Source: an optimization exercise on an open RTL-to-GDS flow (aim: small area). Production flows keep margins and buffers that such runs may drop. RTL that was checked went through simulation tests only; none was proved equivalent to the original. Power and IR drop assume default switching activity.

== north ==
==> flow/design.v <==
`timescale 1ns/1ps
module lc4_rd3n (
   input  logic [2:0] i_sel,
   input  logic [2:0] i_d,
   output logic       o_yn
);
   assign o_yn = !(|(i_sel & i_d));
endmodule
module lc4_rdbit (
   input  logic [7:0] i_sel,
   input  logic [7:0] i_d,
   output logic       o_y
);
   logic [1:0] yn;
   lc4_rd3n u_0 (.i_sel(i_sel[2:0]), .i_d(i_d[2:0]), .o_yn(yn[0]));
   lc4_rd3n u_1 (.i_sel(i_sel[5:3]), .i_d(i_d[5:3]), .o_yn(yn[1]));
   assign o_y = !(yn[0] & yn[1]) | (i_sel[6] & i_d[6]) | (i_sel[7] & i_d[7]);
endmodule
module lc4_pgbit (
   input  logic i_a,
   input  logic i_b,      
   input  logic i_k1,     
   input  logic i_im,     
   input  logic i_k0,     
   output logic o_p,
   output logic o_g
);
   logic opb;
   assign opb = i_im | (i_b ? i_k1 : i_k0);
   assign o_p = i_a ^ opb;
   assign o_g = i_a & opb;
endmodule
module lc4_resbit (
   input  logic i_p,
   input  logic i_g,
   input  logic i_c,
   input  logic i_b,
   input  logic i_rd,
   input  logic i_kp,     
   input  logic i_kc,     
   input  logic i_kg,     
   input  logic i_kld,    
   input  logic i_kst,    
   output logic o_r
);
   assign o_r = ((i_p & i_kp) ^ (i_c & i_kc)) | (i_g & i_kg) | (i_rd & i_kld) | (i_b & i_kst);
endmodule
module lc4_cgrp (
   input  logic [3:0] i_p,
   input  logic [3:0] i_g,
   input  logic       i_cin,
   output logic [3:1] o_c,
   output logic       o_gg,
   output logic       o_gp
);
   assign o_c[1] = i_g[0] | (i_p[0] & i_cin);
   assign o_c[2] = i_g[1] | (i_p[1] & o_c[1]);
   assign o_c[3] = i_g[2] | (i_p[2] & o_c[2]);
   assign o_gg   = i_g[3] | (i_p[3] & (i_g[2] | (i_p[2] & (i_g[1] | (i_p[1] & i_g[0])))));
   assign o_gp   = &i_p;
endmodule
module lc4_carry (
   input  logic [15:0] i_p,
   input  logic [15:0] i_g,
   input  logic        i_cin,
   output logic [15:0] o_c    
);
   logic [3:0] gg, gp;
   logic [4:0] cg;            
   assign cg[0] = i_cin;
   assign cg[1] = gg[0] | (gp[0] & i_cin);
   assign cg[2] = gg[1] | (gp[1] & gg[0]) | (gp[1] & gp[0] & i_cin);
   assign cg[3] = gg[2] | (gp[2] & gg[1]) | (gp[2] & gp[1] & gg[0]) | (gp[2] & gp[1] & gp[0] & i_cin);
   assign cg[4] = 1'b0;
   for (genvar k = 0; k < 4; k++) begin : g_grp
      lc4_cgrp u_g (.i_p(i_p[4*k+3:4*k]), .i_g(i_g[4*k+3:4*k]), .i_cin(cg[k]),
                    .o_c(o_c[4*k+3:4*k+1]), .o_gg(gg[k]), .o_gp(gp[k]));
      assign o_c[4*k] = cg[k];
   end
endmodule
module lc4_agu_carry (
   input  logic [5:0] i_p,
   input  logic [5:0] i_g,
   output logic [6:1] o_c
);
   always_comb begin
      for (int k = 1; k <= 6; k++) begin
         logic t, all_p;
         t = 1'b0;
         for (int j = 0; j < k; j++) begin
            all_p = 1'b1;
            for (int m = j + 1; m < k; m++) all_p = all_p & i_p[m];
            t = t | (i_g[j] & all_p);
         end
         o_c[k] = t;
      end
   end
endmodule
module lc4_agu_hibit (
   input  logic i_a,
   input  logic i_ones,
   input  logic i_zeros,
   input  logic i_inc,
   input  logic i_dec,
   output logic o_y
);
   assign o_y = i_a ^ ((i_inc & i_ones) | (i_dec & i_zeros));
endmodule
module lc4_agu (
   input  logic [15:0] i_a,
   input  logic [5:0]  i_off,
   output logic [15:0] o_addr
);
   logic [5:0] p, g;
   logic [6:0] c;
   logic [9:0] ones, zeros;  
   logic       inc, dec;
   assign p = i_a[5:0] ^ i_off;
   assign g = i_a[5:0] & i_off;
   assign c[0] = 1'b0;
   lc4_agu_carry u_c (.i_p(p), .i_g(g), .o_c(c[6:1]));
   assign o_addr[5:0] = p ^ c[5:0];
   assign inc = c[6] & !i_off[5];
   assign dec = !c[6] & i_off[5];
   always_comb begin
      for (int i = 0; i < 10; i++) begin
         ones[i]  = 1'b1;
         zeros[i] = 1'b1;
         for (int j = 0; j < i; j++) begin
            ones[i]  = ones[i] & i_a[j+6];
            zeros[i] = zeros[i] & !i_a[j+6];
         end
      end
   end
   for (genvar i = 0; i < 10; i++) begin : g_hi
      lc4_agu_hibit u_hi (.i_a(i_a[i+6]), .i_ones(ones[i]), .i_zeros(zeros[i]),
                          .i_inc(inc), .i_dec(dec), .o_y(o_addr[i+6]));
   end
endmodule
module lc4_core #(
   parameter logic [15:0] RESET_PC = 16'h8200  
) (
   input  logic        gwe,
   input  logic        i_rst,
   output logic [15:0] o_imem_addr,
   input  logic [15:0] i_imem_insn,
   output logic [15:0] o_dmem_addr,
   input  logic [15:0] i_dmem_rdata,
   output logic        o_dmem_we,
   output logic [15:0] o_dmem_wdata,
   output logic [15:0] o_wb_pc,
   output logic [15:0] o_wb_insn,
   output logic        o_wb_reg_we,
   output logic [2:0]  o_wb_reg_sel,
   output logic [15:0] o_wb_reg_data,
   output logic        o_wb_dmem_we,
   output logic [15:0] o_wb_dmem_addr,
   output logic [15:0] o_wb_dmem_data
);
   logic [15:0] pc;                  
   logic [15:2] pc4;                 
   logic [15:2] pre;                 
   logic [15:0] d_insn, x_insn, m_insn, w_insn;
   logic [2:0]  m_rt;                
   logic        m_use_rs;            
   logic        w_valid;             
   logic        m_valid;             
   logic [15:0] regs [8];
   logic [15:0] w_addr, w_data;
   always_ff @(posedge gwe) begin
      if (i_rst) pc <= RESET_PC - 16'd4;
      else begin
         pc[1:0] <= pc[1:0] + 2'd1;
         if (pc[1] && pc[0]) pc[15:2] <= pc4;
      end
      d_insn  <= i_imem_insn;
      x_insn  <= d_insn;
      m_insn  <= x_insn;
      w_insn  <= m_insn;
      m_rt    <= (x_insn[15:12] == 4'b0111) ? x_insn[11:9] : x_insn[2:0];
      m_use_rs <= x_insn[15:12] != 4'b1001;
      w_valid <= !i_rst && m_valid;
   end
   always_comb begin
      pre[2] = 1'b1;
      for (int i = 3; i < 16; i++) pre[i] = pre[i-1] & pc[i-1];
   end
   assign pc4 = pc[15:2] ^ pre;
   assign m_valid = w_valid || (pc[1] && pc[0]);
   assign o_imem_addr = {pc4, pc[1:0]};
   logic [3:0] m_op;
   logic       m_arith, m_logic, m_ldr, m_str, m_const, m_we, m_mem;
   assign m_op    = m_insn[15:12];
   assign m_arith = m_op == 4'b0001;
   assign m_logic = m_op == 4'b0101;
   assign m_ldr   = m_op == 4'b0110;
   assign m_str   = m_op == 4'b0111;
   assign m_const = m_op == 4'b1001;
   assign m_mem   = m_valid && !i_rst && (m_ldr || m_str);
   assign m_we    = m_valid && ((m_arith && (m_insn[5] || !m_insn[3])) ||
                                m_logic || m_ldr || m_const);
   logic       use_b, use_imm, inv, kp, kc, kg, kld, kst;
   logic       reg_form;
   assign reg_form = !m_insn[5] && (m_arith || m_logic);
   assign use_imm = m_insn[5] || m_ldr || m_str || m_const;
   assign use_b   = !use_imm && !(m_logic && m_insn[4:3] == 2'b01);  
   assign inv     = reg_form && (m_arith ? m_insn[4] : (m_insn[4:3] == 2'b01));  
   assign kp      = !i_rst && (m_arith || m_const || (m_logic && !m_insn[5] && m_insn[4:3] != 2'b00));
   assign kc      = !i_rst && m_arith;
   assign kg      = !i_rst && m_logic && (m_insn[5] || m_insn[4:3] == 2'b00 || m_insn[4:3] == 2'b10);
   assign kld     = !i_rst && m_ldr;
   assign kst     = !i_rst && m_str;
   logic [15:0] imm;
   always_comb begin
      if (m_const)            imm = {{7{m_insn[8]}}, m_insn[8:0]};
      else if (m_ldr || m_str) imm = {{10{m_insn[5]}}, m_insn[5:0]};
      else                    imm = {{11{m_insn[4]}}, m_insn[4:0]};
   end
   logic [7:0]  sel_a, sel_b;
   for (genvar j = 0; j < 8; j++) begin : g_dec
      assign sel_a[j] = m_use_rs && m_insn[8:6] == 3'(j);
      assign sel_b[j] = m_rt == 3'(j);
   end
   logic [15:0] a, b, p, g, c, addr, res;
   for (genvar i = 0; i < 16; i++) begin : g_bit
      logic [7:0] col;
      for (genvar j = 0; j < 8; j++) begin : g_col
         assign col[j] = regs[j][i];
      end
      lc4_rdbit u_ra (.i_sel(sel_a), .i_d(col), .o_y(a[i]));
      lc4_rdbit u_rb (.i_sel(sel_b), .i_d(col), .o_y(b[i]));
      lc4_pgbit u_pg (.i_a(a[i]), .i_b(b[i]), .i_k1((use_b && !inv) || (m_logic && reg_form && m_insn[4:3] == 2'b01)), .i_im(use_imm && imm[i]),
                      .i_k0(inv), .o_p(p[i]), .o_g(g[i]));
      lc4_resbit u_res (.i_p(p[i]), .i_g(g[i]), .i_c(c[i]), .i_b(b[i]), .i_rd(i_dmem_rdata[i]),
                        .i_kp(kp), .i_kc(kc), .i_kg(kg), .i_kld(kld), .i_kst(kst), .o_r(res[i]));
   end
   lc4_carry u_carry (.i_p(p), .i_g(g), .i_cin(inv), .o_c(c));
   lc4_agu u_agu (.i_a(a), .i_off(m_insn[5:0]), .o_addr(addr));
   always_ff @(posedge gwe) begin
      for (int i = 0; i < 8; i++)
         if (i_rst || (m_we && m_insn[11:9] == 3'(i))) regs[i] <= res;
   end
   assign o_dmem_addr  = m_mem ? addr : 16'd0;
   assign o_dmem_we    = m_valid && m_str;
   assign o_dmem_wdata = (m_valid && m_str) ? b : 16'd0;
   always_ff @(posedge gwe) begin
      w_addr <= o_dmem_addr;    
      w_data <= res;
   end
   logic [3:0]  w_op;
    assign w_op = w_insn[15:12];
   assign o_wb_pc        = {pc[15] & w_valid, pc[14:9], pc[8:0] & {9{w_valid}}};
   assign o_wb_insn      = w_valid ? w_insn : 16'd0;
   assign o_wb_reg_we    = w_valid && ((w_op == 4'b0001 && (w_insn[5] || !w_insn[3])) ||
                                       w_op == 4'b0101 || w_op == 4'b0110 || w_op == 4'b1001);
   assign o_wb_reg_sel   = w_insn[11:9];
   assign o_wb_reg_data  = w_data;
   assign o_wb_dmem_we   = w_valid && w_op == 4'b0111;
   assign o_wb_dmem_addr = w_addr;
   assign o_wb_dmem_data = (w_valid && (w_op == 4'b0110 || w_op == 4'b0111)) ? w_data : 16'd0;
endmodule
export LEC_CHECK = 0
export CAP_MARGIN = 20
export CORE_MARGIN = 2
export CORE_UTILIZATION = 40
export CTS_CLUSTER_DIAMETER = 100
export CTS_CLUSTER_SIZE = 35
export SLEW_MARGIN = 20
export SYNTH_HIERARCHICAL = 1
export SYNTH_MINIMUM_KEEP_SIZE = 0
create_clock -name core_clock -period 5.0 [get_ports {gwe}]
standard.sh (not shown) runs the stock make flow with config.mk's settings and CLKGATE_MAP_FILE= SYNTH_SCRIPT=/design/flow/synth_recipe.tcl, a recipe that flattens the netlist after the stock synthesis.
==> flow/flow/run.sh <==
#!/bin/bash
set -euo pipefail
export BUFFER_PORTS_ARGS="-buffer_cell sky130_fd_sc_hd__buf_1"
export CTS_ARGS="-sink_clustering_enable -repair_clock_nets -sink_clustering_size 35 -sink_clustering_max_diameter 100 -dont_use_dummy_load"
bash standard.sh > flow_make.log 2>&1
Every stage of the flow completed for north, and the final layout passed the timing, DRC and antenna checks.
For south, these inputs were changed with respect to north:
--- a/flow/design.v
+++ b/flow/design.v
@@ -16,20 +16,20 @@
    lc4_rd3n u_1 (.i_sel(i_sel[5:3]), .i_d(i_d[5:3]), .o_yn(yn[1]));
    assign o_y = !(yn[0] & yn[1]) | (i_sel[6] & i_d[6]) | (i_sel[7] & i_d[7]);
 endmodule
 module lc4_pgbit (
    input  logic i_a,
    input  logic i_b,      
-   input  logic i_k1,     
+   input  logic i_nu,     
    input  logic i_im,     
-   input  logic i_k0,     
+   input  logic i_inv,    
    output logic o_p,
    output logic o_g
 );
    logic opb;
-   assign opb = i_im | (i_b ? i_k1 : i_k0);
+   assign opb = ((i_b & i_nu) | i_im) ^ i_inv;
    assign o_p = i_a ^ opb;
    assign o_g = i_a & opb;
 endmodule
 module lc4_resbit (
    input  logic i_p,
    input  logic i_g,
@@ -226,14 +226,14 @@
       logic [7:0] col;
       for (genvar j = 0; j < 8; j++) begin : g_col
          assign col[j] = regs[j][i];
       end
       lc4_rdbit u_ra (.i_sel(sel_a), .i_d(col), .o_y(a[i]));
       lc4_rdbit u_rb (.i_sel(sel_b), .i_d(col), .o_y(b[i]));
-      lc4_pgbit u_pg (.i_a(a[i]), .i_b(b[i]), .i_k1((use_b && !inv) || (m_logic && reg_form && m_insn[4:3] == 2'b01)), .i_im(use_imm && imm[i]),
-                      .i_k0(inv), .o_p(p[i]), .o_g(g[i]));
+      lc4_pgbit u_pg (.i_a(a[i]), .i_b(b[i]), .i_nu(use_b), .i_im(use_imm && imm[i]),
+                      .i_inv(inv), .o_p(p[i]), .o_g(g[i]));
       lc4_resbit u_res (.i_p(p[i]), .i_g(g[i]), .i_c(c[i]), .i_b(b[i]), .i_rd(i_dmem_rdata[i]),
                         .i_kp(kp), .i_kc(kc), .i_kg(kg), .i_kld(kld), .i_kst(kst), .o_r(res[i]));
    end
    lc4_carry u_carry (.i_p(p), .i_g(g), .i_cin(inv), .o_c(c));
    lc4_agu u_agu (.i_a(a), .i_off(m_insn[5:0]), .o_addr(addr));
    always_ff @(posedge gwe) begin
==> comparison <==
south: all stages complete, timing, DRC and antenna checks passed. Diff north -> south: number of violations of the max-capacitance limit now sits at about the same level, highest achievable clock rate saw little to no change. south vs. north: overall track demand over capacity in global routing dropped 0.77 points; internal power barely changed; period utilization barely changed; worst path setup slack after routing climbed 7.2 ps; routed wire length on met3 dropped 4.2%. The count of plain and timing-repair buffers in south was lower than what north gave. | switching fraction of total power | south vs north | 0.41 points higher |. NOTE global-route wire length before repair north->south decreased slightly. Overall die height of north is on par with south. Number of multi-input combinational cells in the layout (higher): north. Cell area | south vs north | south smaller. | number of nets in the final layout | lower: south |.
Only the layout flow was run in north; the RTL was not checked for function there.

[port drivers added, routing unchanged]
The results above use ideal ports. As a check the final layouts listed here were re-extracted and re-timed, cells and wires unchanged. Step 1: set_driving_cell puts a clkbuf_16 on gwe and a buf_2 on each other input, an assumption about the parent block. Step 2 moves the port delays by t, midway between the first and last clock arrival at a register: inputs arrive t later, outputs are due t later. That takes back most of the time a late clock gives input paths. a / b / c = no drivers / after step 1 / after step 2; a / b = the first two.
run	shift t [ns]	slack for setup (ns)	worst slew at a driven data input, ns
north	0.498	0.245 / 0.198 / 0.696	0.04
south	0.520	0.252 / 0.205 / 0.589	0.05
After both steps setup and hold are still met in every run listed.
